What follows belongs to an exercise in optimizing a design on an open flow for small area and a short achievable clock period; a production flow would make more cautious choices.
Function was not checked in any run shown here: the RTL went through the layout flow alone.

==> flow/design.v, too long to show whole: its modules and the start of the top module <==
// module aes_g_xor2: 3 lines
// module aes_g_xnor2: 3 lines
// module aes_g_nand2: 3 lines
// module aes_g_nor2: 3 lines
// module aes_g_and2: 3 lines
// module aes_g_or2: 3 lines
// module aes_g_inv: 3 lines
// module aes_g_mux2: 3 lines
// module aes_g_mux2i: 3 lines
// module aes_gf4_inv: 22 lines
// module aes_sbox_lane: 202 lines
// module aes_sbox_lane_s: 196 lines
// module aes_mix_column: 286 lines
// module aes_column_mixer: 16 lines
// module aes_round_core: 166 lines
module aes_round_core (
	input logic i_clk,
	input logic i_rst,
	input logic i_valid,
	input logic i_decrypt,
	input logic i_skip_mix,
	input aes_gf_pkg::aes_state_t i_state,
	output logic o_valid,
	output aes_gf_pkg::aes_state_t o_state
);
  // ...
==> flow/run.sh <==
#!/bin/bash
# synth_recipe.tcl (not shown) runs the flow's synth.tcl, then flattens the netlist and writes it again
# the make line also repeats each setting of config.mk as NAME=value (left out here)
make -C /OpenROAD-flow-scripts/flow DESIGN_CONFIG=/design/flow/config.mk WORK_HOME=/design/flow/orfs CLKGATE_MAP_FILE= SYNTH_SCRIPT=/design/flow/synth_recipe.tcl finish
==> flow/config.mk <==
export PLATFORM = sky130hd
export DESIGN_NAME = aes_round_core
export DESIGN_NICKNAME = aes_round_core
export VERILOG_FILES = /design/flow/design.v
export SDC_FILE = /design/flow/constraint.sdc
export NUM_CORES = 4
export LEC_CHECK = 0
export CAP_MARGIN = 20
export CORE_MARGIN = 2
export CORE_UTILIZATION = 40
export SETUP_SLACK_MARGIN = 3.0
export SLEW_MARGIN = 20
export SYNTH_HIERARCHICAL = 1
==> flow/constraint.sdc <==
create_clock -name core_clock -period 5.5 [get_ports {i_clk}]
set_input_delay 1.1000 -clock core_clock [delete_from_list [all_inputs] [get_ports {i_clk}]]
set_output_delay 1.1000 -clock core_clock [all_outputs]
set_load 0.01 [all_outputs]
==> out/metrics.csv, run 1 <==
metric;value;unit
hold_depth;0;
status;timing/DRC/antenna clean;
setup_ws;2.51;ns
relSlewSlack;39.7;%
tap_cells;1380;
clkCellAreaFrac;3.06;%
dieHeight;326;µm
gp_congestion;0.836;
whs_endpoint;dec_d[2]$_DFF_P_;
dp_cells;5942;
n_antenna_cell;1;
largest_reg_flops;128;
synth_top_family_by_area;XOR/XNOR gates;
final_common_cell;xor2_1;
seq_area_frac_synth;21.9;%
cts_max_level;2;
post_cts_buffers;454;
buffers;941;
reg2regPathDepth;13;
critPathLaunch;u_lane13.inv_q[5]$_DFF_P_;
m1WireLength;46900;µm
postSynthCellCount;4531;
fin_crit;2.99;ns
cp_slowest_cell;dfxtp_4;
syn-num-nets;4728;
ios;262;
syn-cell-area;41600;µm²
synth-xor-area-share;54.7;%
root_buffer;clkbuf_16;
register_area;9350;µm²
path_class;flop to flop;
wl_met2;53600;µm
yosys_warnings;10;
min_from;dec_d[1]$_DFF_P_;
yosys-top-cells-area;xor2_1 43%, dfxtp_1 22%, xnor2_1 12%, mux2i_1 6.2%, nand2_1 5.6%;
io_buffer_count;261;
==> module aes_round_core, before the edit <==
module aes_round_core (
	input logic i_clk,
	input logic i_rst,
	input logic i_valid,
	input logic i_decrypt,
	input logic i_skip_mix,
	input aes_gf_pkg::aes_state_t i_state,
	output logic o_valid,
	output aes_gf_pkg::aes_state_t o_state
);
	localparam int N_SB = 2;
	aes_gf_pkg::aes_state_t lane_bytes;
	aes_gf_pkg::aes_state_t mixed;
	logic [N_SB:0] valid_d;
	logic [N_SB:0] dec_d;
	logic [N_SB:0] skip_d;
	assign valid_d[0] = i_valid;
	assign dec_d[0] = i_decrypt;
	assign skip_d[0] = i_skip_mix;
	for (genvar i = 0; i < N_SB; i++)
	begin : g_ctrl
		always_ff @(posedge i_clk)
		begin
			dec_d[i+1] <= dec_d[i];
			skip_d[i+1] <= skip_d[i];
			if (i_rst)
				valid_d[i+1] <= 1'b0;
			else
				valid_d[i+1] <= valid_d[i];
		end
	end
	aes_sbox_lane_s u_lane0 (
		.i_clk(i_clk),
		.i_dec_in(dec_d[0]),
		.i_dec_out(dec_d[2]),
		.i_byte_enc(i_state[127:120]),
		.o_byte(lane_bytes[127:120])
	);
	aes_sbox_lane u_lane1 (
		.i_clk(i_clk),
		.i_dec_in(dec_d[0]),
		.i_dec_out(dec_d[2]),
		.i_byte_enc(i_state[87:80]),
		.i_byte_dec(i_state[23:16]),
		.o_byte(lane_bytes[119:112])
	);
	aes_sbox_lane_s u_lane2 (
		.i_clk(i_clk),
		.i_dec_in(dec_d[0]),
		.i_dec_out(dec_d[2]),
		.i_byte_enc(i_state[47:40]),
		.o_byte(lane_bytes[111:104])
	);
	aes_sbox_lane u_lane3 (
		.i_clk(i_clk),
		.i_dec_in(dec_d[0]),
		.i_dec_out(dec_d[2]),
		.i_byte_enc(i_state[7:0]),
		.i_byte_dec(i_state[71:64]),
		.o_byte(lane_bytes[103:96])
	);
	aes_sbox_lane_s u_lane4 (
		.i_clk(i_clk),
		.i_dec_in(dec_d[0]),
		.i_dec_out(dec_d[2]),
		.i_byte_enc(i_state[95:88]),
		.o_byte(lane_bytes[95:88])
	);
	aes_sbox_lane u_lane5 (
		.i_clk(i_clk),
		.i_dec_in(dec_d[0]),
		.i_dec_out(dec_d[2]),
		.i_byte_enc(i_state[55:48]),
		.i_byte_dec(i_state[119:112]),
		.o_byte(lane_bytes[87:80])
	);
	aes_sbox_lane_s u_lane6 (
		.i_clk(i_clk),
		.i_dec_in(dec_d[0]),
		.i_dec_out(dec_d[2]),
		.i_byte_enc(i_state[15:8]),
		.o_byte(lane_bytes[79:72])
	);
	aes_sbox_lane u_lane7 (
		.i_clk(i_clk),
		.i_dec_in(dec_d[0]),
		.i_dec_out(dec_d[2]),
		.i_byte_enc(i_state[103:96]),
		.i_byte_dec(i_state[39:32]),
		.o_byte(lane_bytes[71:64])
	);
	aes_sbox_lane_s u_lane8 (
		.i_clk(i_clk),
		.i_dec_in(dec_d[0]),
		.i_dec_out(dec_d[2]),
		.i_byte_enc(i_state[63:56]),
		.o_byte(lane_bytes[63:56])
	);
	aes_sbox_lane u_lane9 (
		.i_clk(i_clk),
		.i_dec_in(dec_d[0]),
		.i_dec_out(dec_d[2]),
		.i_byte_enc(i_state[23:16]),
		.i_byte_dec(i_state[87:80]),
		.o_byte(lane_bytes[55:48])
	);
	aes_sbox_lane_s u_lane10 (
		.i_clk(i_clk),
		.i_dec_in(dec_d[0]),
		.i_dec_out(dec_d[2]),
		.i_byte_enc(i_state[111:104]),
		.o_byte(lane_bytes[47:40])
	);
	aes_sbox_lane u_lane11 (
		.i_clk(i_clk),
		.i_dec_in(dec_d[0]),
		.i_dec_out(dec_d[2]),
		.i_byte_enc(i_state[71:64]),
		.i_byte_dec(i_state[7:0]),
		.o_byte(lane_bytes[39:32])
	);
	aes_sbox_lane_s u_lane12 (
		.i_clk(i_clk),
		.i_dec_in(dec_d[0]),
		.i_dec_out(dec_d[2]),
		.i_byte_enc(i_state[31:24]),
		.o_byte(lane_bytes[31:24])
	);
	aes_sbox_lane u_lane13 (
		.i_clk(i_clk),
		.i_dec_in(dec_d[0]),
		.i_dec_out(dec_d[2]),
		.i_byte_enc(i_state[119:112]),
		.i_byte_dec(i_state[55:48]),
		.o_byte(lane_bytes[23:16])
	);
	aes_sbox_lane_s u_lane14 (
		.i_clk(i_clk),
		.i_dec_in(dec_d[0]),
		.i_dec_out(dec_d[2]),
		.i_byte_enc(i_state[79:72]),
		.o_byte(lane_bytes[15:8])
	);
	aes_sbox_lane u_lane15 (
		.i_clk(i_clk),
		.i_dec_in(dec_d[0]),
		.i_dec_out(dec_d[2]),
		.i_byte_enc(i_state[39:32]),
		.i_byte_dec(i_state[103:96]),
		.o_byte(lane_bytes[7:0])
	);
	aes_column_mixer u_mixer (
		.i_decrypt(dec_d[N_SB]),
		.i_mix_en(~skip_d[N_SB]),
		.i_bytes(lane_bytes),
		.o_state(mixed)
	);
	always_ff @(posedge i_clk)
	begin
		o_state <= mixed;
		if (i_rst)
			o_valid <= 1'b0;
		else
			o_valid <= valid_d[N_SB];
	end
endmodule
==> inputs of run 2 (changes only) <==
--- a/flow/design.v
+++ b/flow/design.v
@@ -5,4 +5,10 @@
 package aes_round_pkg;
-	localparam int LATENCY = 3;
+	localparam int LATENCY = 4;
 endpackage
+module aes_g_nand3 (input logic a, input logic b, input logic c, output logic y);
+	assign y = ~(a & b & c);
+endmodule
+module aes_g_nand4 (input logic a, input logic b, input logic c, input logic d, output logic y);
+	assign y = ~(a & b & c & d);
+endmodule
 module aes_g_xor2 (input logic a, input logic b, output logic y);
@@ -69,7 +75,8 @@
 	assign dec_out = i_dec_out;
-	logic [3:0] a_q;
-	logic [3:0] b_q;
-	logic [3:0] c_q;
-	logic [7:0] inv_q;
-	logic n1, n2, n3, n4, n6, n7, n8, n10, n12, n13, n15, n16, n17, n19, n20, n22, n23, n24, n26, n28, n29, n30, n31, n32, n33, n34, n35, n36, n37, n38, n39, n41, n42, n43, n44, n45, n46, n47, n48, n49, n50, n51, n52, n53, n54, n55, n56, n57, n58, n59, n60, n61, n62, n63, n64, n65, n66, n67, n68, n69, n70, n71, n72, n73, n74, n75, n76, n77, n78, n79, n80, n81, n82, n83, n84, n85, n86, n87, n88, n89, n90, n91, n92, n93, n94, n95, n96, n97, n98, n99, n100, n101, n102, n103, n104, n105, n106, n107, n108, n109, n110, n111, n112, n113, n114, n115, n116, n117, n118, n119, n120, n121, n122, n123, n124, n125, n126, n127, n128, n129, n130, n131, n132, n133, n134, n135, n136, n137, n138, n139, n140, n141, n142, n143, n144, n145, n146, n147, n149, n150, n151, n152, n153, n154, n155, n156, n157, n159, n161, n163, n165, n167, n169, n170, n171, n172, n173, n174, n175, n176, n177, n178;
+	logic [7:0] in_q;
+	logic [3:0] a_r;
+	logic [3:0] b_r;
+	logic [3:0] d_r;
+	logic [7:0] o_q;
+	logic n1, n2, n3, n4, n6, n7, n8, n10, n12, n13, n15, n16, n17, n19, n20, n22, n23, n24, n26, n28, n29, n30, n31, n32, n33, n34, n35, n36, n37, n38, n39, n41, n42, n43, n44, n45, n46, n47, n48, n49, n50, n51, n52, n53, n54, n55, n56, n57, n58, n59, n60, n61, n62, n63, n64, n65, n66, n67, n68, n69, n70, n71, n72, n73, n74, n75, n76, n77, n78, n79, n80, n81, n82, n83, n84, n85, n86, n87, n88, n89, n90, n91, n92, n93, n94, n95, n96, n97, n98, n99, n100, n101, n102, n103, n104, n105, n106, n107, n108, n109, n110, n111, n112, n113, n114, n115, n116, n117, n118, n119, n120, n121, n122, n123, n124, n125, n126, n127, n128, n129, n130, n131, n132, n133, n134, n135, n136, n137, n138, n139, n140, n141, n142, n143, n144, n145, n146, n147, n148, n149, n150, n151, n152, n153, n154, n155, n156, n157, n158, n159, n160, n162, n163, n164, n166, n167, n168, n170, n171, n172, n174, n175, n176, n177, n178, n179, n180, n181, n183, n184, n186, n188, n189, n191, n193, n195, n196, n197, n198, n199, n200, n201, n202, n203, n204;
 	aes_g_xor2 u_n1 (.a(e0), .b(e1), .y(n1));
@@ -114,11 +121,11 @@
 	aes_g_mux2i u_n49 (.s(dec_in), .a1(n41), .a0(n26), .y(n49));
-	aes_g_xor2 u_n50 (.a(n42), .b(n44), .y(n50));
-	aes_g_xor2 u_n51 (.a(n43), .b(n45), .y(n51));
-	aes_g_xor2 u_n52 (.a(n42), .b(n43), .y(n52));
-	aes_g_xor2 u_n53 (.a(n44), .b(n45), .y(n53));
+	aes_g_xor2 u_n50 (.a(in_q[7]), .b(in_q[5]), .y(n50));
+	aes_g_xor2 u_n51 (.a(in_q[6]), .b(in_q[4]), .y(n51));
+	aes_g_xor2 u_n52 (.a(in_q[7]), .b(in_q[6]), .y(n52));
+	aes_g_xor2 u_n53 (.a(in_q[5]), .b(in_q[4]), .y(n53));
 	aes_g_xor2 u_n54 (.a(n50), .b(n51), .y(n54));
-	aes_g_xor2 u_n55 (.a(n46), .b(n48), .y(n55));
-	aes_g_xor2 u_n56 (.a(n47), .b(n49), .y(n56));
-	aes_g_xor2 u_n57 (.a(n46), .b(n47), .y(n57));
-	aes_g_xor2 u_n58 (.a(n48), .b(n49), .y(n58));
+	aes_g_xor2 u_n55 (.a(in_q[3]), .b(in_q[1]), .y(n55));
+	aes_g_xor2 u_n56 (.a(in_q[2]), .b(in_q[0]), .y(n56));
+	aes_g_xor2 u_n57 (.a(in_q[3]), .b(in_q[2]), .y(n57));
+	aes_g_xor2 u_n58 (.a(in_q[1]), .b(in_q[0]), .y(n58));
 	aes_g_xor2 u_n59 (.a(n55), .b(n56), .y(n59));
@@ -128,3 +135,3 @@
 	aes_g_nor2 u_n63 (.a(n51), .b(n56), .y(n63));
-	aes_g_nand2 u_n64 (.a(n42), .b(n46), .y(n64));
+	aes_g_nand2 u_n64 (.a(in_q[7]), .b(in_q[3]), .y(n64));
 	aes_g_xor2 u_n65 (.a(n63), .b(n64), .y(n65));
@@ -133,3 +140,3 @@
 	aes_g_nor2 u_n68 (.a(n50), .b(n55), .y(n68));
-	aes_g_nand2 u_n69 (.a(n43), .b(n47), .y(n69));
+	aes_g_nand2 u_n69 (.a(in_q[6]), .b(in_q[2]), .y(n69));
 	aes_g_xor2 u_n70 (.a(n68), .b(n69), .y(n70));
@@ -138,3 +145,3 @@
 	aes_g_nor2 u_n73 (.a(n53), .b(n58), .y(n73));
-	aes_g_nand2 u_n74 (.a(n44), .b(n48), .y(n74));
+	aes_g_nand2 u_n74 (.a(in_q[5]), .b(in_q[1]), .y(n74));
 	aes_g_xor2 u_n75 (.a(n73), .b(n74), .y(n75));
@@ -142,3 +149,3 @@
 	aes_g_xor2 u_n77 (.a(n75), .b(n76), .y(n77));
-	aes_g_nor2 u_n78 (.a(n45), .b(n49), .y(n78));
+	aes_g_nor2 u_n78 (.a(in_q[4]), .b(in_q[0]), .y(n78));
 	aes_g_nand2 u_n79 (.a(n53), .b(n58), .y(n79));
@@ -148,111 +155,145 @@
 	aes_g_xor2 u_n83 (.a(n80), .b(n82), .y(n83));
-	aes_g_xor2 u_n84 (.a(a_q[3]), .b(a_q[1]), .y(n84));
-	aes_g_xor2 u_n85 (.a(a_q[2]), .b(a_q[0]), .y(n85));
-	aes_g_xor2 u_n86 (.a(a_q[3]), .b(a_q[2]), .y(n86));
-	aes_g_xor2 u_n87 (.a(a_q[1]), .b(a_q[0]), .y(n87));
-	aes_g_xor2 u_n88 (.a(n84), .b(n85), .y(n88));
-	aes_g_xor2 u_n89 (.a(b_q[3]), .b(b_q[1]), .y(n89));
-	aes_g_xor2 u_n90 (.a(b_q[2]), .b(b_q[0]), .y(n90));
-	aes_g_xor2 u_n91 (.a(b_q[3]), .b(b_q[2]), .y(n91));
-	aes_g_xor2 u_n92 (.a(b_q[1]), .b(b_q[0]), .y(n92));
-	aes_g_xor2 u_n93 (.a(n89), .b(n90), .y(n93));
-	aes_gf4_inv u_n94 (.i({c_q[3], c_q[2], c_q[1], c_q[0]}), .o({n94, n95, n96, n97}));
-	aes_g_xor2 u_n98 (.a(n94), .b(n96), .y(n98));
-	aes_g_xor2 u_n99 (.a(n95), .b(n97), .y(n99));
-	aes_g_xor2 u_n100 (.a(n94), .b(n95), .y(n100));
-	aes_g_xor2 u_n101 (.a(n96), .b(n97), .y(n101));
-	aes_g_xor2 u_n102 (.a(n98), .b(n99), .y(n102));
-	aes_g_nand2 u_n103 (.a(n100), .b(n91), .y(n103));
-	aes_g_nand2 u_n104 (.a(n94), .b(b_q[3]), .y(n104));
-	aes_g_xor2 u_n105 (.a(n104), .b(n103), .y(n105));
-	aes_g_nand2 u_n106 (.a(n95), .b(b_q[2]), .y(n106));
-	aes_g_xor2 u_n107 (.a(n106), .b(n103), .y(n107));
-	aes_g_nand2 u_n108 (.a(n101), .b(n92), .y(n108));
-	aes_g_nand2 u_n109 (.a(n96), .b(b_q[1]), .y(n109));
-	aes_g_xor2 u_n110 (.a(n109), .b(n108), .y(n110));
-	aes_g_nand2 u_n111 (.a(n97), .b(b_q[0]), .y(n111));
-	aes_g_xor2 u_n112 (.a(n111), .b(n108), .y(n112));
-	aes_g_nand2 u_n113 (.a(n99), .b(n90), .y(n113));
-	aes_g_nand2 u_n114 (.a(n102), .b(n93), .y(n114));
-	aes_g_xor2 u_n115 (.a(n114), .b(n113), .y(n115));
-	aes_g_nand2 u_n116 (.a(n98), .b(n89), .y(n116));
-	aes_g_xor2 u_n117 (.a(n116), .b(n113), .y(n117));
-	aes_g_xor2 u_n118 (.a(n105), .b(n115), .y(n118));
-	aes_g_xor2 u_n119 (.a(n107), .b(n117), .y(n119));
-	aes_g_xor2 u_n120 (.a(n110), .b(n115), .y(n120));
-	aes_g_xor2 u_n121 (.a(n112), .b(n117), .y(n121));
-	aes_g_nand2 u_n122 (.a(n100), .b(n86), .y(n122));
-	aes_g_nand2 u_n123 (.a(n94), .b(a_q[3]), .y(n123));
-	aes_g_xor2 u_n124 (.a(n123), .b(n122), .y(n124));
-	aes_g_nand2 u_n125 (.a(n95), .b(a_q[2]), .y(n125));
-	aes_g_xor2 u_n126 (.a(n125), .b(n122), .y(n126));
-	aes_g_nand2 u_n127 (.a(n101), .b(n87), .y(n127));
-	aes_g_nand2 u_n128 (.a(n96), .b(a_q[1]), .y(n128));
-	aes_g_xor2 u_n129 (.a(n128), .b(n127), .y(n129));
-	aes_g_nand2 u_n130 (.a(n97), .b(a_q[0]), .y(n130));
-	aes_g_xor2 u_n131 (.a(n130), .b(n127), .y(n131));
-	aes_g_nand2 u_n132 (.a(n99), .b(n85), .y(n132));
-	aes_g_nand2 u_n133 (.a(n102), .b(n88), .y(n133));
-	aes_g_xor2 u_n134 (.a(n133), .b(n132), .y(n134));
-	aes_g_nand2 u_n135 (.a(n98), .b(n84), .y(n135));
-	aes_g_xor2 u_n136 (.a(n135), .b(n132), .y(n136));
-	aes_g_xor2 u_n137 (.a(n124), .b(n134), .y(n137));
-	aes_g_xor2 u_n138 (.a(n126), .b(n136), .y(n138));
-	aes_g_xor2 u_n139 (.a(n129), .b(n134), .y(n139));
-	aes_g_xor2 u_n140 (.a(n131), .b(n136), .y(n140));
-	aes_g_xor2 u_n141 (.a(inv_q[3]), .b(inv_q[5]), .y(n141));
-	aes_g_xnor2 u_n142 (.a(inv_q[3]), .b(inv_q[5]), .y(n142));
-	aes_g_xor2 u_n143 (.a(inv_q[3]), .b(inv_q[7]), .y(n143));
-	aes_g_xor2 u_n144 (.a(inv_q[0]), .b(inv_q[6]), .y(n144));
-	aes_g_xor2 u_n145 (.a(inv_q[7]), .b(n141), .y(n145));
-	aes_g_xnor2 u_n146 (.a(inv_q[7]), .b(n141), .y(n146));
-	aes_g_xor2 u_n147 (.a(inv_q[4]), .b(inv_q[6]), .y(n147));
-	aes_g_xnor2 u_n149 (.a(n147), .b(n145), .y(n149));
-	aes_g_xor2 u_n150 (.a(inv_q[2]), .b(n141), .y(n150));
-	aes_g_xor2 u_n151 (.a(n144), .b(n150), .y(n151));
-	aes_g_xnor2 u_n152 (.a(n144), .b(n150), .y(n152));
-	aes_g_xor2 u_n153 (.a(inv_q[1]), .b(inv_q[4]), .y(n153));
-	aes_g_xor2 u_n154 (.a(inv_q[5]), .b(n153), .y(n154));
-	aes_g_xor2 u_n155 (.a(inv_q[6]), .b(n153), .y(n155));
-	aes_g_xnor2 u_n156 (.a(inv_q[1]), .b(inv_q[4]), .y(n156));
-	aes_g_xor2 u_n157 (.a(inv_q[1]), .b(n144), .y(n157));
-	aes_g_xnor2 u_n159 (.a(n145), .b(n157), .y(n159));
-	aes_g_xnor2 u_n161 (.a(inv_q[7]), .b(n151), .y(n161));
-	aes_g_xnor2 u_n163 (.a(inv_q[1]), .b(inv_q[6]), .y(n163));
-	aes_g_xnor2 u_n165 (.a(n150), .b(n155), .y(n165));
-	aes_g_xnor2 u_n167 (.a(inv_q[7]), .b(n154), .y(n167));
-	aes_g_xnor2 u_n169 (.a(inv_q[1]), .b(inv_q[5]), .y(n169));
-	aes_g_inv u_n170 (.a(inv_q[2]), .y(n170));
-	assign n171 = ~(dec_out ? n156 : n142);
-	assign n172 = ~(dec_out ? n159 : n143);
-	assign n173 = ~(dec_out ? n161 : n144);
-	assign n174 = ~(dec_out ? n163 : n146);
-	assign n175 = ~(dec_out ? n165 : n149);
-	assign n176 = ~(dec_out ? n167 : n152);
-	assign n177 = ~(dec_out ? n169 : n154);
-	assign n178 = ~(dec_out ? n170 : n155);
+	aes_g_inv u_n84 (.a(n67), .y(n84));
+	aes_g_inv u_n85 (.a(n72), .y(n85));
+	aes_g_inv u_n86 (.a(n77), .y(n86));
+	aes_g_inv u_n87 (.a(n83), .y(n87));
+	aes_g_nand3 u_n88 (.a(n67), .b(n72), .c(n77), .y(n88));
+	aes_g_nand2 u_n89 (.a(n86), .b(n83), .y(n89));
+	aes_g_nand2 u_n90 (.a(n67), .b(n83), .y(n90));
+	aes_g_nand4 u_n91 (.a(n84), .b(n85), .c(n77), .d(n87), .y(n91));
+	aes_g_nand4 u_n92 (.a(n88), .b(n89), .c(n90), .d(n91), .y(n92));
+	aes_g_nand2 u_n93 (.a(n77), .b(n83), .y(n93));
+	aes_g_nand3 u_n94 (.a(n84), .b(n72), .c(n77), .y(n94));
+	aes_g_nand3 u_n95 (.a(n67), .b(n85), .c(n77), .y(n95));
+	aes_g_nand2 u_n96 (.a(n85), .b(n83), .y(n96));
+	aes_g_nand4 u_n97 (.a(n93), .b(n94), .c(n95), .d(n96), .y(n97));
+	aes_g_nand2 u_n98 (.a(n72), .b(n77), .y(n98));
+	aes_g_nand3 u_n99 (.a(n67), .b(n77), .c(n83), .y(n99));
+	aes_g_nand4 u_n100 (.a(n67), .b(n85), .c(n86), .d(n87), .y(n100));
+	aes_g_nand2 u_n101 (.a(n84), .b(n72), .y(n101));
+	aes_g_nand4 u_n102 (.a(n98), .b(n99), .c(n100), .d(n101), .y(n102));
+	aes_g_nand2 u_n103 (.a(n67), .b(n72), .y(n103));
+	aes_g_nand3 u_n104 (.a(n67), .b(n77), .c(n87), .y(n104));
+	aes_g_nand2 u_n105 (.a(n72), .b(n87), .y(n105));
+	aes_g_nand3 u_n106 (.a(n67), .b(n86), .c(n83), .y(n106));
+	aes_g_nand4 u_n107 (.a(n103), .b(n104), .c(n105), .d(n106), .y(n107));
+	aes_g_xor2 u_n108 (.a(a_r[3]), .b(a_r[1]), .y(n108));
+	aes_g_xor2 u_n109 (.a(a_r[2]), .b(a_r[0]), .y(n109));
+	aes_g_xor2 u_n110 (.a(a_r[3]), .b(a_r[2]), .y(n110));
+	aes_g_xor2 u_n111 (.a(a_r[1]), .b(a_r[0]), .y(n111));
+	aes_g_xor2 u_n112 (.a(n108), .b(n109), .y(n112));
+	aes_g_xor2 u_n113 (.a(b_r[3]), .b(b_r[1]), .y(n113));
+	aes_g_xor2 u_n114 (.a(b_r[2]), .b(b_r[0]), .y(n114));
+	aes_g_xor2 u_n115 (.a(b_r[3]), .b(b_r[2]), .y(n115));
+	aes_g_xor2 u_n116 (.a(b_r[1]), .b(b_r[0]), .y(n116));
+	aes_g_xor2 u_n117 (.a(n113), .b(n114), .y(n117));
+	aes_g_xor2 u_n118 (.a(d_r[3]), .b(d_r[1]), .y(n118));
+	aes_g_xor2 u_n119 (.a(d_r[2]), .b(d_r[0]), .y(n119));
+	aes_g_xor2 u_n120 (.a(d_r[3]), .b(d_r[2]), .y(n120));
+	aes_g_xor2 u_n121 (.a(d_r[1]), .b(d_r[0]), .y(n121));
+	aes_g_xor2 u_n122 (.a(n118), .b(n119), .y(n122));
+	aes_g_nand2 u_n123 (.a(n120), .b(n115), .y(n123));
+	aes_g_nand2 u_n124 (.a(d_r[3]), .b(b_r[3]), .y(n124));
+	aes_g_xor2 u_n125 (.a(n124), .b(n123), .y(n125));
+	aes_g_nand2 u_n126 (.a(d_r[2]), .b(b_r[2]), .y(n126));
+	aes_g_xor2 u_n127 (.a(n126), .b(n123), .y(n127));
+	aes_g_nand2 u_n128 (.a(n121), .b(n116), .y(n128));
+	aes_g_nand2 u_n129 (.a(d_r[1]), .b(b_r[1]), .y(n129));
+	aes_g_xor2 u_n130 (.a(n129), .b(n128), .y(n130));
+	aes_g_nand2 u_n131 (.a(d_r[0]), .b(b_r[0]), .y(n131));
+	aes_g_xor2 u_n132 (.a(n131), .b(n128), .y(n132));
+	aes_g_nand2 u_n133 (.a(n119), .b(n114), .y(n133));
+	aes_g_nand2 u_n134 (.a(n122), .b(n117), .y(n134));
+	aes_g_xor2 u_n135 (.a(n134), .b(n133), .y(n135));
+	aes_g_nand2 u_n136 (.a(n118), .b(n113), .y(n136));
+	aes_g_xor2 u_n137 (.a(n136), .b(n133), .y(n137));
+	aes_g_xor2 u_n138 (.a(n125), .b(n135), .y(n138));
+	aes_g_xor2 u_n139 (.a(n127), .b(n137), .y(n139));
+	aes_g_xor2 u_n140 (.a(n130), .b(n135), .y(n140));
+	aes_g_xor2 u_n141 (.a(n132), .b(n137), .y(n141));
+	aes_g_nand2 u_n142 (.a(n120), .b(n110), .y(n142));
+	aes_g_nand2 u_n143 (.a(d_r[3]), .b(a_r[3]), .y(n143));
+	aes_g_xor2 u_n144 (.a(n143), .b(n142), .y(n144));
+	aes_g_nand2 u_n145 (.a(d_r[2]), .b(a_r[2]), .y(n145));
+	aes_g_xor2 u_n146 (.a(n145), .b(n142), .y(n146));
+	aes_g_nand2 u_n147 (.a(n121), .b(n111), .y(n147));
+	aes_g_nand2 u_n148 (.a(d_r[1]), .b(a_r[1]), .y(n148));
+	aes_g_xor2 u_n149 (.a(n148), .b(n147), .y(n149));
+	aes_g_nand2 u_n150 (.a(d_r[0]), .b(a_r[0]), .y(n150));
+	aes_g_xor2 u_n151 (.a(n150), .b(n147), .y(n151));
+	aes_g_nand2 u_n152 (.a(n119), .b(n109), .y(n152));
+	aes_g_nand2 u_n153 (.a(n122), .b(n112), .y(n153));
+	aes_g_xor2 u_n154 (.a(n153), .b(n152), .y(n154));
+	aes_g_nand2 u_n155 (.a(n118), .b(n108), .y(n155));
+	aes_g_xor2 u_n156 (.a(n155), .b(n152), .y(n156));
+	aes_g_xor2 u_n157 (.a(n144), .b(n154), .y(n157));
+	aes_g_xor2 u_n158 (.a(n146), .b(n156), .y(n158));
+	aes_g_xor2 u_n159 (.a(n149), .b(n154), .y(n159));
+	aes_g_xor2 u_n160 (.a(n151), .b(n156), .y(n160));
+	aes_g_xnor2 u_n162 (.a(n140), .b(n157), .y(n162));
+	aes_g_xor2 u_n163 (.a(n138), .b(n157), .y(n163));
+	aes_g_xor2 u_n164 (.a(n139), .b(n160), .y(n164));
+	aes_g_xnor2 u_n166 (.a(n140), .b(n163), .y(n166));
+	aes_g_xor2 u_n167 (.a(n139), .b(n140), .y(n167));
+	aes_g_xor2 u_n168 (.a(n141), .b(n163), .y(n168));
+	aes_g_xnor2 u_n170 (.a(n167), .b(n168), .y(n170));
+	aes_g_xor2 u_n171 (.a(n157), .b(n158), .y(n171));
+	aes_g_xor2 u_n172 (.a(n160), .b(n167), .y(n172));
+	aes_g_xnor2 u_n174 (.a(n171), .b(n172), .y(n174));
+	aes_g_xor2 u_n175 (.a(n140), .b(n141), .y(n175));
+	aes_g_xor2 u_n176 (.a(n159), .b(n175), .y(n176));
+	aes_g_xor2 u_n177 (.a(n139), .b(n141), .y(n177));
+	aes_g_xor2 u_n178 (.a(n159), .b(n177), .y(n178));
+	aes_g_xor2 u_n179 (.a(n141), .b(n159), .y(n179));
+	aes_g_xnor2 u_n180 (.a(n141), .b(n159), .y(n180));
+	aes_g_xor2 u_n181 (.a(n159), .b(n163), .y(n181));
+	aes_g_xnor2 u_n183 (.a(n172), .b(n181), .y(n183));
+	aes_g_xor2 u_n184 (.a(n158), .b(n163), .y(n184));
+	aes_g_xnor2 u_n186 (.a(n172), .b(n184), .y(n186));
+	aes_g_xnor2 u_n188 (.a(n139), .b(n159), .y(n188));
+	aes_g_xor2 u_n189 (.a(n167), .b(n171), .y(n189));
+	aes_g_xnor2 u_n191 (.a(n179), .b(n189), .y(n191));
+	aes_g_xnor2 u_n193 (.a(n138), .b(n176), .y(n193));
+	aes_g_xnor2 u_n195 (.a(n140), .b(n159), .y(n195));
+	aes_g_inv u_n196 (.a(n158), .y(n196));
+	aes_g_mux2i u_n197 (.s(dec_out), .a1(n180), .a0(n162), .y(n197));
+	aes_g_mux2i u_n198 (.s(dec_out), .a1(n183), .a0(n163), .y(n198));
+	aes_g_mux2i u_n199 (.s(dec_out), .a1(n186), .a0(n164), .y(n199));
+	aes_g_mux2i u_n200 (.s(dec_out), .a1(n188), .a0(n166), .y(n200));
+	aes_g_mux2i u_n201 (.s(dec_out), .a1(n191), .a0(n170), .y(n201));
+	aes_g_mux2i u_n202 (.s(dec_out), .a1(n193), .a0(n174), .y(n202));
+	aes_g_mux2i u_n203 (.s(dec_out), .a1(n195), .a0(n176), .y(n203));
+	aes_g_mux2i u_n204 (.s(dec_out), .a1(n196), .a0(n178), .y(n204));
 	always_ff @(posedge i_clk)
 	begin
-		a_q[3] <= n42;
-		a_q[2] <= n43;
-		a_q[1] <= n44;
-		a_q[0] <= n45;
-		b_q[3] <= n46;
-		b_q[2] <= n47;
-		b_q[1] <= n48;
-		b_q[0] <= n49;
-		c_q[3] <= n67;
-		c_q[2] <= n72;
-		c_q[1] <= n77;
-		c_q[0] <= n83;
-		inv_q[7] <= n118;
-		inv_q[6] <= n119;
-		inv_q[5] <= n120;
-		inv_q[4] <= n121;
-		inv_q[3] <= n137;
-		inv_q[2] <= n138;
-		inv_q[1] <= n139;
-		inv_q[0] <= n140;
+		in_q[7] <= n42;
+		in_q[6] <= n43;
+		in_q[5] <= n44;
+		in_q[4] <= n45;
+		in_q[3] <= n46;
+		in_q[2] <= n47;
+		in_q[1] <= n48;
+		in_q[0] <= n49;
+		a_r[3] <= in_q[7];
+		a_r[2] <= in_q[6];
+		a_r[1] <= in_q[5];
+		a_r[0] <= in_q[4];
+		b_r[3] <= in_q[3];
+		b_r[2] <= in_q[2];
+		b_r[1] <= in_q[1];
+		b_r[0] <= in_q[0];
+		d_r[3] <= n92;
+		d_r[2] <= n97;
+		d_r[1] <= n102;
+		d_r[0] <= n107;
+		o_q[7] <= n197;
+		o_q[6] <= n198;
+		o_q[5] <= n199;
+		o_q[4] <= n200;
+		o_q[3] <= n201;
+		o_q[2] <= n202;
+		o_q[1] <= n203;
+		o_q[0] <= n204;
 	end
-	assign o_byte = {n171, n172, n173, n174, n175, n176, n177, n178};
+	assign o_byte = {o_q[7], o_q[6], o_q[5], o_q[4], o_q[3], o_q[2], o_q[1], o_q[0]};
 endmodule
@@ -269,7 +310,8 @@
 	assign dec_out = i_dec_out;
-	logic [3:0] a_q;
-	logic [3:0] b_q;
-	logic [3:0] c_q;
-	logic [7:0] inv_q;
-	logic n1, n2, n3, n4, n6, n7, n8, n10, n12, n13, n15, n16, n17, n19, n20, n22, n23, n24, n26, n28, n29, n30, n31, n32, n33, n34, n35, n37, n38, n39, n40, n41, n42, n43, n44, n45, n46, n47, n48, n49, n50, n51, n52, n53, n54, n55, n56, n57, n58, n59, n60, n61, n62, n63, n64, n65, n66, n67, n68, n69, n70, n71, n72, n73, n74, n75, n76, n77, n78, n79, n80, n81, n82, n83, n84, n85, n86, n87, n88, n89, n90, n91, n92, n93, n94, n95, n96, n97, n98, n99, n100, n101, n102, n103, n104, n105, n106, n107, n108, n109, n110, n111, n112, n113, n114, n115, n116, n117, n118, n119, n120, n121, n122, n123, n124, n125, n126, n127, n128, n129, n130, n131, n132, n133, n134, n135, n136, n137, n138, n139, n140, n141, n142, n143, n145, n146, n147, n148, n149, n150, n151, n152, n153, n155, n157, n159, n161, n163, n165, n166, n167, n168, n169, n170, n171, n172, n173, n174;
+	logic [7:0] in_q;
+	logic [3:0] a_r;
+	logic [3:0] b_r;
+	logic [3:0] d_r;
+	logic [7:0] o_q;
+	logic n1, n2, n3, n4, n6, n7, n8, n10, n12, n13, n15, n16, n17, n19, n20, n22, n23, n24, n26, n28, n29, n30, n31, n32, n33, n34, n35, n37, n38, n39, n40, n41, n42, n43, n44, n45, n46, n47, n48, n49, n50, n51, n52, n53, n54, n55, n56, n57, n58, n59, n60, n61, n62, n63, n64, n65, n66, n67, n68, n69, n70, n71, n72, n73, n74, n75, n76, n77, n78, n79, n80, n81, n82, n83, n84, n85, n86, n87, n88, n89, n90, n91, n92, n93, n94, n95, n96, n97, n98, n99, n100, n101, n102, n103, n104, n105, n106, n107, n108, n109, n110, n111, n112, n113, n114, n115, n116, n117, n118, n119, n120, n121, n122, n123, n124, n125, n126, n127, n128, n129, n130, n131, n132, n133, n134, n135, n136, n137, n138, n139, n140, n141, n142, n143, n144, n145, n146, n147, n148, n149, n150, n151, n152, n153, n154, n155, n156, n158, n159, n160, n162, n163, n164, n166, n167, n168, n170, n171, n172, n173, n174, n175, n176, n177, n179, n180, n182, n184, n185, n187, n189, n191, n192, n193, n194, n195, n196, n197, n198, n199, n200;
 	aes_g_xor2 u_n1 (.a(e0), .b(e1), .y(n1));
@@ -310,11 +352,11 @@
 	aes_g_mux2i u_n45 (.s(dec_in), .a1(n37), .a0(n26), .y(n45));
-	aes_g_xor2 u_n46 (.a(n38), .b(n40), .y(n46));
-	aes_g_xor2 u_n47 (.a(n39), .b(n41), .y(n47));
-	aes_g_xor2 u_n48 (.a(n38), .b(n39), .y(n48));
-	aes_g_xor2 u_n49 (.a(n40), .b(n41), .y(n49));
+	aes_g_xor2 u_n46 (.a(in_q[7]), .b(in_q[5]), .y(n46));
+	aes_g_xor2 u_n47 (.a(in_q[6]), .b(in_q[4]), .y(n47));
+	aes_g_xor2 u_n48 (.a(in_q[7]), .b(in_q[6]), .y(n48));
+	aes_g_xor2 u_n49 (.a(in_q[5]), .b(in_q[4]), .y(n49));
 	aes_g_xor2 u_n50 (.a(n46), .b(n47), .y(n50));
-	aes_g_xor2 u_n51 (.a(n42), .b(n44), .y(n51));
-	aes_g_xor2 u_n52 (.a(n43), .b(n45), .y(n52));
-	aes_g_xor2 u_n53 (.a(n42), .b(n43), .y(n53));
-	aes_g_xor2 u_n54 (.a(n44), .b(n45), .y(n54));
+	aes_g_xor2 u_n51 (.a(in_q[3]), .b(in_q[1]), .y(n51));
+	aes_g_xor2 u_n52 (.a(in_q[2]), .b(in_q[0]), .y(n52));
+	aes_g_xor2 u_n53 (.a(in_q[3]), .b(in_q[2]), .y(n53));
+	aes_g_xor2 u_n54 (.a(in_q[1]), .b(in_q[0]), .y(n54));
 	aes_g_xor2 u_n55 (.a(n51), .b(n52), .y(n55));
@@ -324,3 +366,3 @@
 	aes_g_nor2 u_n59 (.a(n47), .b(n52), .y(n59));
-	aes_g_nand2 u_n60 (.a(n38), .b(n42), .y(n60));
+	aes_g_nand2 u_n60 (.a(in_q[7]), .b(in_q[3]), .y(n60));
 	aes_g_xor2 u_n61 (.a(n59), .b(n60), .y(n61));
@@ -329,3 +371,3 @@
 	aes_g_nor2 u_n64 (.a(n46), .b(n51), .y(n64));
-	aes_g_nand2 u_n65 (.a(n39), .b(n43), .y(n65));
+	aes_g_nand2 u_n65 (.a(in_q[6]), .b(in_q[2]), .y(n65));
 	aes_g_xor2 u_n66 (.a(n64), .b(n65), .y(n66));
@@ -334,3 +376,3 @@
 	aes_g_nor2 u_n69 (.a(n49), .b(n54), .y(n69));
-	aes_g_nand2 u_n70 (.a(n40), .b(n44), .y(n70));
+	aes_g_nand2 u_n70 (.a(in_q[5]), .b(in_q[1]), .y(n70));
 	aes_g_xor2 u_n71 (.a(n69), .b(n70), .y(n71));
@@ -338,3 +380,3 @@
 	aes_g_xor2 u_n73 (.a(n71), .b(n72), .y(n73));
-	aes_g_nor2 u_n74 (.a(n41), .b(n45), .y(n74));
+	aes_g_nor2 u_n74 (.a(in_q[4]), .b(in_q[0]), .y(n74));
 	aes_g_nand2 u_n75 (.a(n49), .b(n54), .y(n75));
@@ -344,111 +386,145 @@
 	aes_g_xor2 u_n79 (.a(n76), .b(n78), .y(n79));
-	aes_g_xor2 u_n80 (.a(a_q[3]), .b(a_q[1]), .y(n80));
-	aes_g_xor2 u_n81 (.a(a_q[2]), .b(a_q[0]), .y(n81));
-	aes_g_xor2 u_n82 (.a(a_q[3]), .b(a_q[2]), .y(n82));
-	aes_g_xor2 u_n83 (.a(a_q[1]), .b(a_q[0]), .y(n83));
-	aes_g_xor2 u_n84 (.a(n80), .b(n81), .y(n84));
-	aes_g_xor2 u_n85 (.a(b_q[3]), .b(b_q[1]), .y(n85));
-	aes_g_xor2 u_n86 (.a(b_q[2]), .b(b_q[0]), .y(n86));
-	aes_g_xor2 u_n87 (.a(b_q[3]), .b(b_q[2]), .y(n87));
-	aes_g_xor2 u_n88 (.a(b_q[1]), .b(b_q[0]), .y(n88));
-	aes_g_xor2 u_n89 (.a(n85), .b(n86), .y(n89));
-	aes_gf4_inv u_n90 (.i({c_q[3], c_q[2], c_q[1], c_q[0]}), .o({n90, n91, n92, n93}));
-	aes_g_xor2 u_n94 (.a(n90), .b(n92), .y(n94));
-	aes_g_xor2 u_n95 (.a(n91), .b(n93), .y(n95));
-	aes_g_xor2 u_n96 (.a(n90), .b(n91), .y(n96));
-	aes_g_xor2 u_n97 (.a(n92), .b(n93), .y(n97));
-	aes_g_xor2 u_n98 (.a(n94), .b(n95), .y(n98));
-	aes_g_nand2 u_n99 (.a(n96), .b(n87), .y(n99));
-	aes_g_nand2 u_n100 (.a(n90), .b(b_q[3]), .y(n100));
-	aes_g_xor2 u_n101 (.a(n100), .b(n99), .y(n101));
-	aes_g_nand2 u_n102 (.a(n91), .b(b_q[2]), .y(n102));
-	aes_g_xor2 u_n103 (.a(n102), .b(n99), .y(n103));
-	aes_g_nand2 u_n104 (.a(n97), .b(n88), .y(n104));
-	aes_g_nand2 u_n105 (.a(n92), .b(b_q[1]), .y(n105));
-	aes_g_xor2 u_n106 (.a(n105), .b(n104), .y(n106));
-	aes_g_nand2 u_n107 (.a(n93), .b(b_q[0]), .y(n107));
-	aes_g_xor2 u_n108 (.a(n107), .b(n104), .y(n108));
-	aes_g_nand2 u_n109 (.a(n95), .b(n86), .y(n109));
-	aes_g_nand2 u_n110 (.a(n98), .b(n89), .y(n110));
-	aes_g_xor2 u_n111 (.a(n110), .b(n109), .y(n111));
-	aes_g_nand2 u_n112 (.a(n94), .b(n85), .y(n112));
-	aes_g_xor2 u_n113 (.a(n112), .b(n109), .y(n113));
-	aes_g_xor2 u_n114 (.a(n101), .b(n111), .y(n114));
-	aes_g_xor2 u_n115 (.a(n103), .b(n113), .y(n115));
-	aes_g_xor2 u_n116 (.a(n106), .b(n111), .y(n116));
-	aes_g_xor2 u_n117 (.a(n108), .b(n113), .y(n117));
-	aes_g_nand2 u_n118 (.a(n96), .b(n82), .y(n118));
-	aes_g_nand2 u_n119 (.a(n90), .b(a_q[3]), .y(n119));
-	aes_g_xor2 u_n120 (.a(n119), .b(n118), .y(n120));
-	aes_g_nand2 u_n121 (.a(n91), .b(a_q[2]), .y(n121));
-	aes_g_xor2 u_n122 (.a(n121), .b(n118), .y(n122));
-	aes_g_nand2 u_n123 (.a(n97), .b(n83), .y(n123));
-	aes_g_nand2 u_n124 (.a(n92), .b(a_q[1]), .y(n124));
-	aes_g_xor2 u_n125 (.a(n124), .b(n123), .y(n125));
-	aes_g_nand2 u_n126 (.a(n93), .b(a_q[0]), .y(n126));
-	aes_g_xor2 u_n127 (.a(n126), .b(n123), .y(n127));
-	aes_g_nand2 u_n128 (.a(n95), .b(n81), .y(n128));
-	aes_g_nand2 u_n129 (.a(n98), .b(n84), .y(n129));
-	aes_g_xor2 u_n130 (.a(n129), .b(n128), .y(n130));
-	aes_g_nand2 u_n131 (.a(n94), .b(n80), .y(n131));
-	aes_g_xor2 u_n132 (.a(n131), .b(n128), .y(n132));
-	aes_g_xor2 u_n133 (.a(n120), .b(n130), .y(n133));
-	aes_g_xor2 u_n134 (.a(n122), .b(n132), .y(n134));
-	aes_g_xor2 u_n135 (.a(n125), .b(n130), .y(n135));
-	aes_g_xor2 u_n136 (.a(n127), .b(n132), .y(n136));
-	aes_g_xor2 u_n137 (.a(inv_q[3]), .b(inv_q[5]), .y(n137));
-	aes_g_xnor2 u_n138 (.a(inv_q[3]), .b(inv_q[5]), .y(n138));
-	aes_g_xor2 u_n139 (.a(inv_q[3]), .b(inv_q[7]), .y(n139));
-	aes_g_xor2 u_n140 (.a(inv_q[0]), .b(inv_q[6]), .y(n140));
-	aes_g_xor2 u_n141 (.a(inv_q[7]), .b(n137), .y(n141));
-	aes_g_xnor2 u_n142 (.a(inv_q[7]), .b(n137), .y(n142));
-	aes_g_xor2 u_n143 (.a(inv_q[4]), .b(inv_q[6]), .y(n143));
-	aes_g_xnor2 u_n145 (.a(n143), .b(n141), .y(n145));
-	aes_g_xor2 u_n146 (.a(inv_q[2]), .b(n137), .y(n146));
-	aes_g_xor2 u_n147 (.a(n140), .b(n146), .y(n147));
-	aes_g_xnor2 u_n148 (.a(n140), .b(n146), .y(n148));
-	aes_g_xor2 u_n149 (.a(inv_q[1]), .b(inv_q[4]), .y(n149));
-	aes_g_xor2 u_n150 (.a(inv_q[5]), .b(n149), .y(n150));
-	aes_g_xor2 u_n151 (.a(inv_q[6]), .b(n149), .y(n151));
-	aes_g_xnor2 u_n152 (.a(inv_q[1]), .b(inv_q[4]), .y(n152));
-	aes_g_xor2 u_n153 (.a(inv_q[1]), .b(n140), .y(n153));
-	aes_g_xnor2 u_n155 (.a(n141), .b(n153), .y(n155));
-	aes_g_xnor2 u_n157 (.a(inv_q[7]), .b(n147), .y(n157));
-	aes_g_xnor2 u_n159 (.a(inv_q[1]), .b(inv_q[6]), .y(n159));
-	aes_g_xnor2 u_n161 (.a(n146), .b(n151), .y(n161));
-	aes_g_xnor2 u_n163 (.a(inv_q[7]), .b(n150), .y(n163));
-	aes_g_xnor2 u_n165 (.a(inv_q[1]), .b(inv_q[5]), .y(n165));
-	aes_g_inv u_n166 (.a(inv_q[2]), .y(n166));
-	assign n167 = ~(dec_out ? n152 : n138);
-	assign n168 = ~(dec_out ? n155 : n139);
-	assign n169 = ~(dec_out ? n157 : n140);
-	assign n170 = ~(dec_out ? n159 : n142);
-	assign n171 = ~(dec_out ? n161 : n145);
-	assign n172 = ~(dec_out ? n163 : n148);
-	assign n173 = ~(dec_out ? n165 : n150);
-	assign n174 = ~(dec_out ? n166 : n151);
+	aes_g_inv u_n80 (.a(n63), .y(n80));
+	aes_g_inv u_n81 (.a(n68), .y(n81));
+	aes_g_inv u_n82 (.a(n73), .y(n82));
+	aes_g_inv u_n83 (.a(n79), .y(n83));
+	aes_g_nand3 u_n84 (.a(n63), .b(n68), .c(n73), .y(n84));
+	aes_g_nand2 u_n85 (.a(n82), .b(n79), .y(n85));
+	aes_g_nand2 u_n86 (.a(n63), .b(n79), .y(n86));
+	aes_g_nand4 u_n87 (.a(n80), .b(n81), .c(n73), .d(n83), .y(n87));
+	aes_g_nand4 u_n88 (.a(n84), .b(n85), .c(n86), .d(n87), .y(n88));
+	aes_g_nand2 u_n89 (.a(n73), .b(n79), .y(n89));
+	aes_g_nand3 u_n90 (.a(n80), .b(n68), .c(n73), .y(n90));
+	aes_g_nand3 u_n91 (.a(n63), .b(n81), .c(n73), .y(n91));
+	aes_g_nand2 u_n92 (.a(n81), .b(n79), .y(n92));
+	aes_g_nand4 u_n93 (.a(n89), .b(n90), .c(n91), .d(n92), .y(n93));
+	aes_g_nand2 u_n94 (.a(n68), .b(n73), .y(n94));
+	aes_g_nand3 u_n95 (.a(n63), .b(n73), .c(n79), .y(n95));
+	aes_g_nand4 u_n96 (.a(n63), .b(n81), .c(n82), .d(n83), .y(n96));
+	aes_g_nand2 u_n97 (.a(n80), .b(n68), .y(n97));
+	aes_g_nand4 u_n98 (.a(n94), .b(n95), .c(n96), .d(n97), .y(n98));
+	aes_g_nand2 u_n99 (.a(n63), .b(n68), .y(n99));
+	aes_g_nand3 u_n100 (.a(n63), .b(n73), .c(n83), .y(n100));
+	aes_g_nand2 u_n101 (.a(n68), .b(n83), .y(n101));
+	aes_g_nand3 u_n102 (.a(n63), .b(n82), .c(n79), .y(n102));
+	aes_g_nand4 u_n103 (.a(n99), .b(n100), .c(n101), .d(n102), .y(n103));
+	aes_g_xor2 u_n104 (.a(a_r[3]), .b(a_r[1]), .y(n104));
+	aes_g_xor2 u_n105 (.a(a_r[2]), .b(a_r[0]), .y(n105));
+	aes_g_xor2 u_n106 (.a(a_r[3]), .b(a_r[2]), .y(n106));
+	aes_g_xor2 u_n107 (.a(a_r[1]), .b(a_r[0]), .y(n107));
+	aes_g_xor2 u_n108 (.a(n104), .b(n105), .y(n108));
+	aes_g_xor2 u_n109 (.a(b_r[3]), .b(b_r[1]), .y(n109));
+	aes_g_xor2 u_n110 (.a(b_r[2]), .b(b_r[0]), .y(n110));
+	aes_g_xor2 u_n111 (.a(b_r[3]), .b(b_r[2]), .y(n111));
+	aes_g_xor2 u_n112 (.a(b_r[1]), .b(b_r[0]), .y(n112));
+	aes_g_xor2 u_n113 (.a(n109), .b(n110), .y(n113));
+	aes_g_xor2 u_n114 (.a(d_r[3]), .b(d_r[1]), .y(n114));
+	aes_g_xor2 u_n115 (.a(d_r[2]), .b(d_r[0]), .y(n115));
+	aes_g_xor2 u_n116 (.a(d_r[3]), .b(d_r[2]), .y(n116));
+	aes_g_xor2 u_n117 (.a(d_r[1]), .b(d_r[0]), .y(n117));
+	aes_g_xor2 u_n118 (.a(n114), .b(n115), .y(n118));
+	aes_g_nand2 u_n119 (.a(n116), .b(n111), .y(n119));
+	aes_g_nand2 u_n120 (.a(d_r[3]), .b(b_r[3]), .y(n120));
+	aes_g_xor2 u_n121 (.a(n120), .b(n119), .y(n121));
+	aes_g_nand2 u_n122 (.a(d_r[2]), .b(b_r[2]), .y(n122));
+	aes_g_xor2 u_n123 (.a(n122), .b(n119), .y(n123));
+	aes_g_nand2 u_n124 (.a(n117), .b(n112), .y(n124));
+	aes_g_nand2 u_n125 (.a(d_r[1]), .b(b_r[1]), .y(n125));
+	aes_g_xor2 u_n126 (.a(n125), .b(n124), .y(n126));
+	aes_g_nand2 u_n127 (.a(d_r[0]), .b(b_r[0]), .y(n127));
+	aes_g_xor2 u_n128 (.a(n127), .b(n124), .y(n128));
+	aes_g_nand2 u_n129 (.a(n115), .b(n110), .y(n129));
+	aes_g_nand2 u_n130 (.a(n118), .b(n113), .y(n130));
+	aes_g_xor2 u_n131 (.a(n130), .b(n129), .y(n131));
+	aes_g_nand2 u_n132 (.a(n114), .b(n109), .y(n132));
+	aes_g_xor2 u_n133 (.a(n132), .b(n129), .y(n133));
+	aes_g_xor2 u_n134 (.a(n121), .b(n131), .y(n134));
+	aes_g_xor2 u_n135 (.a(n123), .b(n133), .y(n135));
+	aes_g_xor2 u_n136 (.a(n126), .b(n131), .y(n136));
+	aes_g_xor2 u_n137 (.a(n128), .b(n133), .y(n137));
+	aes_g_nand2 u_n138 (.a(n116), .b(n106), .y(n138));
+	aes_g_nand2 u_n139 (.a(d_r[3]), .b(a_r[3]), .y(n139));
+	aes_g_xor2 u_n140 (.a(n139), .b(n138), .y(n140));
+	aes_g_nand2 u_n141 (.a(d_r[2]), .b(a_r[2]), .y(n141));
+	aes_g_xor2 u_n142 (.a(n141), .b(n138), .y(n142));
+	aes_g_nand2 u_n143 (.a(n117), .b(n107), .y(n143));
+	aes_g_nand2 u_n144 (.a(d_r[1]), .b(a_r[1]), .y(n144));
+	aes_g_xor2 u_n145 (.a(n144), .b(n143), .y(n145));
+	aes_g_nand2 u_n146 (.a(d_r[0]), .b(a_r[0]), .y(n146));
+	aes_g_xor2 u_n147 (.a(n146), .b(n143), .y(n147));
+	aes_g_nand2 u_n148 (.a(n115), .b(n105), .y(n148));
+	aes_g_nand2 u_n149 (.a(n118), .b(n108), .y(n149));
+	aes_g_xor2 u_n150 (.a(n149), .b(n148), .y(n150));
+	aes_g_nand2 u_n151 (.a(n114), .b(n104), .y(n151));
+	aes_g_xor2 u_n152 (.a(n151), .b(n148), .y(n152));
+	aes_g_xor2 u_n153 (.a(n140), .b(n150), .y(n153));
+	aes_g_xor2 u_n154 (.a(n142), .b(n152), .y(n154));
+	aes_g_xor2 u_n155 (.a(n145), .b(n150), .y(n155));
+	aes_g_xor2 u_n156 (.a(n147), .b(n152), .y(n156));
+	aes_g_xnor2 u_n158 (.a(n136), .b(n153), .y(n158));
+	aes_g_xor2 u_n159 (.a(n134), .b(n153), .y(n159));
+	aes_g_xor2 u_n160 (.a(n135), .b(n156), .y(n160));
+	aes_g_xnor2 u_n162 (.a(n136), .b(n159), .y(n162));
+	aes_g_xor2 u_n163 (.a(n135), .b(n136), .y(n163));
+	aes_g_xor2 u_n164 (.a(n137), .b(n159), .y(n164));
+	aes_g_xnor2 u_n166 (.a(n163), .b(n164), .y(n166));
+	aes_g_xor2 u_n167 (.a(n153), .b(n154), .y(n167));
+	aes_g_xor2 u_n168 (.a(n156), .b(n163), .y(n168));
+	aes_g_xnor2 u_n170 (.a(n167), .b(n168), .y(n170));
+	aes_g_xor2 u_n171 (.a(n136), .b(n137), .y(n171));
+	aes_g_xor2 u_n172 (.a(n155), .b(n171), .y(n172));
+	aes_g_xor2 u_n173 (.a(n135), .b(n137), .y(n173));
+	aes_g_xor2 u_n174 (.a(n155), .b(n173), .y(n174));
+	aes_g_xor2 u_n175 (.a(n137), .b(n155), .y(n175));
+	aes_g_xnor2 u_n176 (.a(n137), .b(n155), .y(n176));
+	aes_g_xor2 u_n177 (.a(n155), .b(n159), .y(n177));
+	aes_g_xnor2 u_n179 (.a(n168), .b(n177), .y(n179));
+	aes_g_xor2 u_n180 (.a(n154), .b(n159), .y(n180));
+	aes_g_xnor2 u_n182 (.a(n168), .b(n180), .y(n182));
+	aes_g_xnor2 u_n184 (.a(n135), .b(n155), .y(n184));
+	aes_g_xor2 u_n185 (.a(n163), .b(n167), .y(n185));
+	aes_g_xnor2 u_n187 (.a(n175), .b(n185), .y(n187));
+	aes_g_xnor2 u_n189 (.a(n134), .b(n172), .y(n189));
+	aes_g_xnor2 u_n191 (.a(n136), .b(n155), .y(n191));
+	aes_g_inv u_n192 (.a(n154), .y(n192));
+	aes_g_mux2i u_n193 (.s(dec_out), .a1(n176), .a0(n158), .y(n193));
+	aes_g_mux2i u_n194 (.s(dec_out), .a1(n179), .a0(n159), .y(n194));
+	aes_g_mux2i u_n195 (.s(dec_out), .a1(n182), .a0(n160), .y(n195));
+	aes_g_mux2i u_n196 (.s(dec_out), .a1(n184), .a0(n162), .y(n196));
+	aes_g_mux2i u_n197 (.s(dec_out), .a1(n187), .a0(n166), .y(n197));
+	aes_g_mux2i u_n198 (.s(dec_out), .a1(n189), .a0(n170), .y(n198));
+	aes_g_mux2i u_n199 (.s(dec_out), .a1(n191), .a0(n172), .y(n199));
+	aes_g_mux2i u_n200 (.s(dec_out), .a1(n192), .a0(n174), .y(n200));
 	always_ff @(posedge i_clk)
 	begin
-		a_q[3] <= n38;
-		a_q[2] <= n39;
-		a_q[1] <= n40;
-		a_q[0] <= n41;
-		b_q[3] <= n42;
-		b_q[2] <= n43;
-		b_q[1] <= n44;
-		b_q[0] <= n45;
-		c_q[3] <= n63;
-		c_q[2] <= n68;
-		c_q[1] <= n73;
-		c_q[0] <= n79;
-		inv_q[7] <= n114;
-		inv_q[6] <= n115;
-		inv_q[5] <= n116;
-		inv_q[4] <= n117;
-		inv_q[3] <= n133;
-		inv_q[2] <= n134;
-		inv_q[1] <= n135;
-		inv_q[0] <= n136;
+		in_q[7] <= n38;
+		in_q[6] <= n39;
+		in_q[5] <= n40;
+		in_q[4] <= n41;
+		in_q[3] <= n42;
+		in_q[2] <= n43;
+		in_q[1] <= n44;
+		in_q[0] <= n45;
+		a_r[3] <= in_q[7];
+		a_r[2] <= in_q[6];
+		a_r[1] <= in_q[5];
+		a_r[0] <= in_q[4];
+		b_r[3] <= in_q[3];
+		b_r[2] <= in_q[2];
+		b_r[1] <= in_q[1];
+		b_r[0] <= in_q[0];
+		d_r[3] <= n88;
+		d_r[2] <= n93;
+		d_r[1] <= n98;
+		d_r[0] <= n103;
+		o_q[7] <= n193;
+		o_q[6] <= n194;
+		o_q[5] <= n195;
+		o_q[4] <= n196;
+		o_q[3] <= n197;
+		o_q[2] <= n198;
+		o_q[1] <= n199;
+		o_q[0] <= n200;
 	end
-	assign o_byte = {n167, n168, n169, n170, n171, n172, n173, n174};
+	assign o_byte = {o_q[7], o_q[6], o_q[5], o_q[4], o_q[3], o_q[2], o_q[1], o_q[0]};
 endmodule
@@ -766,3 +842,3 @@
 );
-	localparam int N_SB = 2;
+	localparam int N_SB = 3;
 	aes_gf_pkg::aes_state_t lane_bytes;
==> out/metrics.csv, run 2 <==
metric;value;unit;change
synth_top_area_cell;xor2_1;;unchanged
fin_crit;2.49;ns;was 2.99 ns
hold_class;flop to flop;;unchanged
synth_most_common_cell;xor2_1;;unchanged
core-area;107000;µm²;was 103000 µm²
drtIter0Drc;1205;;was 1062
io_buffer_count;261;;unchanged
synthSimpleGateAreaFrac;9.63;%;was 6.90%
syn-cell-area;42900;µm²;was 41600 µm²
ant_nets;0;;unchanged
start_util;40.2;%;about the same
die_w;332;µm;was 326 µm
hpwl;71000;µm;was 72300 µm
synth_ff_type;dfxtp_1;;unchanged
nets;5200;;was 5453
path_max_fanout;4;;unchanged
crit_required;5.96;ns;was 6.05 ns
syn-num-nets;4844;;was 4728
final_common_cell;xor2_1;;unchanged
insertion_delay;0.63;ns;was 0.64 ns
seq_area_frac_synth;27.3;%;was 21.9%
critPathArrivalTime;2.95;ns;was 3.54 ns
dr.pass1.iters;5;;unchanged
fin_skew;0.0222;ns;was 0.0216 ns
muxShareOfSynthArea;5.97;%;was 8.19%
antenna_found_initial;2;;was 4
cts_tree;yes;;unchanged
ys_ff_latch;586;;was 455
fin_crit_sh;45.3;%;was 54.3%
grt_max_degree;133;;was 72
synth-compound-area-share;0;%;was 0.578%
synth_top_family_by_area;XOR/XNOR gates;;unchanged
num_rows;120;;was 118
syn_to_final_growth;24.7;%;was 45.9%
path_clk_slew;0.05;ns;was 0.06 ns
drt-wirelength-per-cell;14.6;µm;was 15.9 µm
status;timing/DRC/antenna clean;;unchanged
synth-xor-area-share;54.0;%;was 54.7%
drcViolationCount;0;;unchanged
max_freq;401;MHz;was 335 MHz
finalSetupTns;0;ns;unchanged
synth.top_cell.area_share;42.2;%;was 42.6%
ios;262;;unchanged
yosys_warnings;9;;was 10
holdWs;0.322;ns;was 0.325 ns
finalHoldViolations;0;;unchanged
cts_max_level;3;;was 2
slew_violations;0;;unchanged
gp_congestion;0.827;;was 0.836
largest-register;o_state;;unchanged
worstMarginPinSlew;1.11;ns;was 0.903 ns
ys_top_cells_by_count;2068 x xor2_1, 736 x nand2_1, 586 x dfxtp_1, 576 x xnor2_1, 256 x mux2i_1;;was 2020 x xor2_1, 624 x nand2_1, 576 x xnor2_1, 455 x dfxtp_1
dieArea;110000;µm²;was 107000 µm²
startpoint_type;flop;;unchanged
postSynthCellCount;4711;;was 4531
yosys-top-cells-area;xor2_1 42%, dfxtp_1 27%, xnor2_1 12%, nand2_1 6.4%, mux2i_1 6.0%;;was xor2_1 43%, dfxtp_1 22%, xnor2_1 12%, mux2i_1 6.2%, nand2_1 5.6%
largest_reg_flops;128;;unchanged
synth_enable_flop_cells;0;;unchanged
syn_avg_cell_area;9.11;µm²;was 9.17 µm²
synth.distinct_cells;12;;was 16
cp-end-kind;flop;;unchanged
grt_use_total;16.6;%;was 18.8%
clock-sinks;586;;was 455
synth-async-reset-ratio;0;%;unchanged
wirelength;95300;µm;was 107000 µm
num_vias;29100;;was 29700
drive_above_1_share;14.8;%;was 36.2%
max-clock-path-buffers;3;;unchanged
maxCapViolCount;0;;unchanged
grt_pass1_wl;150000;µm;was 163000 µm
dieHeight;332;µm;was 326 µm
root_buffer;clkbuf_16;;unchanged
final_cell_mix;1725 x xor2_1, 722 x nand2_1, 576 x xnor2_1, 457 x dfxtp_1, 281 x xor2_2;;was 1509 x xor2_1, 589 x nand2_1, 537 x buf_4, 449 x xnor2_1, 358 x dfxtp_1
cts_buffers;72;;was 54
final-setup-viol-count;0;;unchanged
vias_per_cell;4.46;;was 4.45
relSlewSlack;26.2;%;was 39.7%
synth_fa_ha_area_share;0;%;was 1.93%
path_class;flop to flop;;unchanged
grt_setup_unrepaired;true;;unchanged
grt_pass1_vias;28800;;was 30800
grt_overflow;0;;unchanged
-- run 2: area by class of cell --
cell class,count,area [µm²]
tap,1403,1760
antenna,1,2.50
inverter,97,368
clock inverter,34,502
fill,9743,53200
sequential,586,12000
timing repair buffer,410,3670
multi-input combinational,3900,33200
clock buffer,97,2030
-- run 2: repair_timing --
action / in CTS / in global routing
hold buffers: 0 / 0
endpoints found under the hold margin: 0 / 0
pin swaps: 59 / 119
resized for setup: 312 / 401
endpoints found under the setup margin: 229 / 130
buffers inserted: 59 / 83
-- run 2: worst max-delay path: stages (launching register included) --
cell     delay [ns]
dfxtp_4        0.41
xor2_4         0.20
buf_4          0.13
nand2_1        0.15
xor2_1         0.47
xor2_2         0.30
xor2_2         0.27
xor2_2         0.17
xnor2_1        0.13
mux2i_1        0.09
-- run 2: path summary, 6_finish.rpt --
check,cells after the start,slack (ns),to,start
hold / removal,0,0.32,dec_d[2]$_DFF_P_,dec_d[1]$_DFF_P_
hold reg to reg,0,0.32,dec_d[2]$_DFF_P_,dec_d[1]$_DFF_P_
setup reg to reg,9,3.01,u_lane4.o_q[3]$_DFF_P_,u_lane4.d_r[2]$_DFF_P_
setup / recovery,9,3.01,u_lane4.o_q[3]$_DFF_P_,u_lane4.d_r[2]$_DFF_P_
-- run 2: modules after synthesis (local to each module, per instance), a selection --
module / cell area (µm²) / cells inside
aes_g_and2: 6.26 / 1
aes_sbox_lane: 561 / 28
aes_g_nor2: 3.75 / 1
aes_g_nand2: 3.75 / 1
aes_g_inv: 3.75 / 1
aes_round_core: 2790 / 143
aes_g_nand3: 5.00 / 1
aes_sbox_lane_s: 561 / 28
aes_mix_column: 520 / 64
aes_g_xor2: 8.76 / 1
aes_g_xnor2: 8.76 / 1
aes_g_nand4: 6.26 / 1
aes_g_mux2i: 10.0 / 1
-- run 2: layer usage --
layer  share of wire [%]  GRT usage [%]  vias up
met2                  48           27.8      368
met5                   0              0        -
met4                 2.4           5.09        0
li1                    -              -    15000
met3                 3.8           2.88      119
met1                  46           21.6    13600
-- run 2: per-stage QoR --
step,std cells,instance area (µm²),utilization [%],setup slack [ns]
CTS,6444,50700,47.5,2.89
detailed placement,6254,46600,43.7,2.48
floorplan,4711,43200,-,2.91
global placement,6254,46600,43.7,2.54
global route,6528,53500,50.1,2.85
finish,6528,53500,50.1,3.01
-- run 2: cells by family (layout without fill, tap and decap cells) --
logic type | after synthesis | in the layout
and+or+nand+nor | 1000 | 1000
muxes | 256 | 256
buffers and inverters | 225 | 638
DFF | 586 | 586
other | 0 | 1
xor gates and xnor gates | 2644 | 2644

[re-timing with driven ports]
The results above use ideal ports. As a check the final layouts listed here were re-extracted and re-timed, cells and wires unchanged.
Step 1, drivers: a clkbuf_16 drives i_clk and a buf_2 each remaining input, both assumed.
Step 2 adds t to the input delays and takes it off the output delays; t is the mean of the earliest and latest rising clock arrival at the registers after step 1. Input paths then give back, and output paths get back, about the clock's delay inside the block.
Three values: ideal ports, drivers, drivers and shift; two values: the first two.
| run | t, ns | setup slack, ns | worst setup path at the end |
|---|---|---|---|
| run 1 | 0.696 | 2.514 / 2.514 / 2.222 | input to register |
| run 2 | 0.688 | 3.008 / 2.993 / 2.489 | input to register |
After both steps setup and hold are still met in every run listed. The setup slack of run 2, which loses most, moves by -0.015 ns with the drivers and by -0.519 ns with both steps.
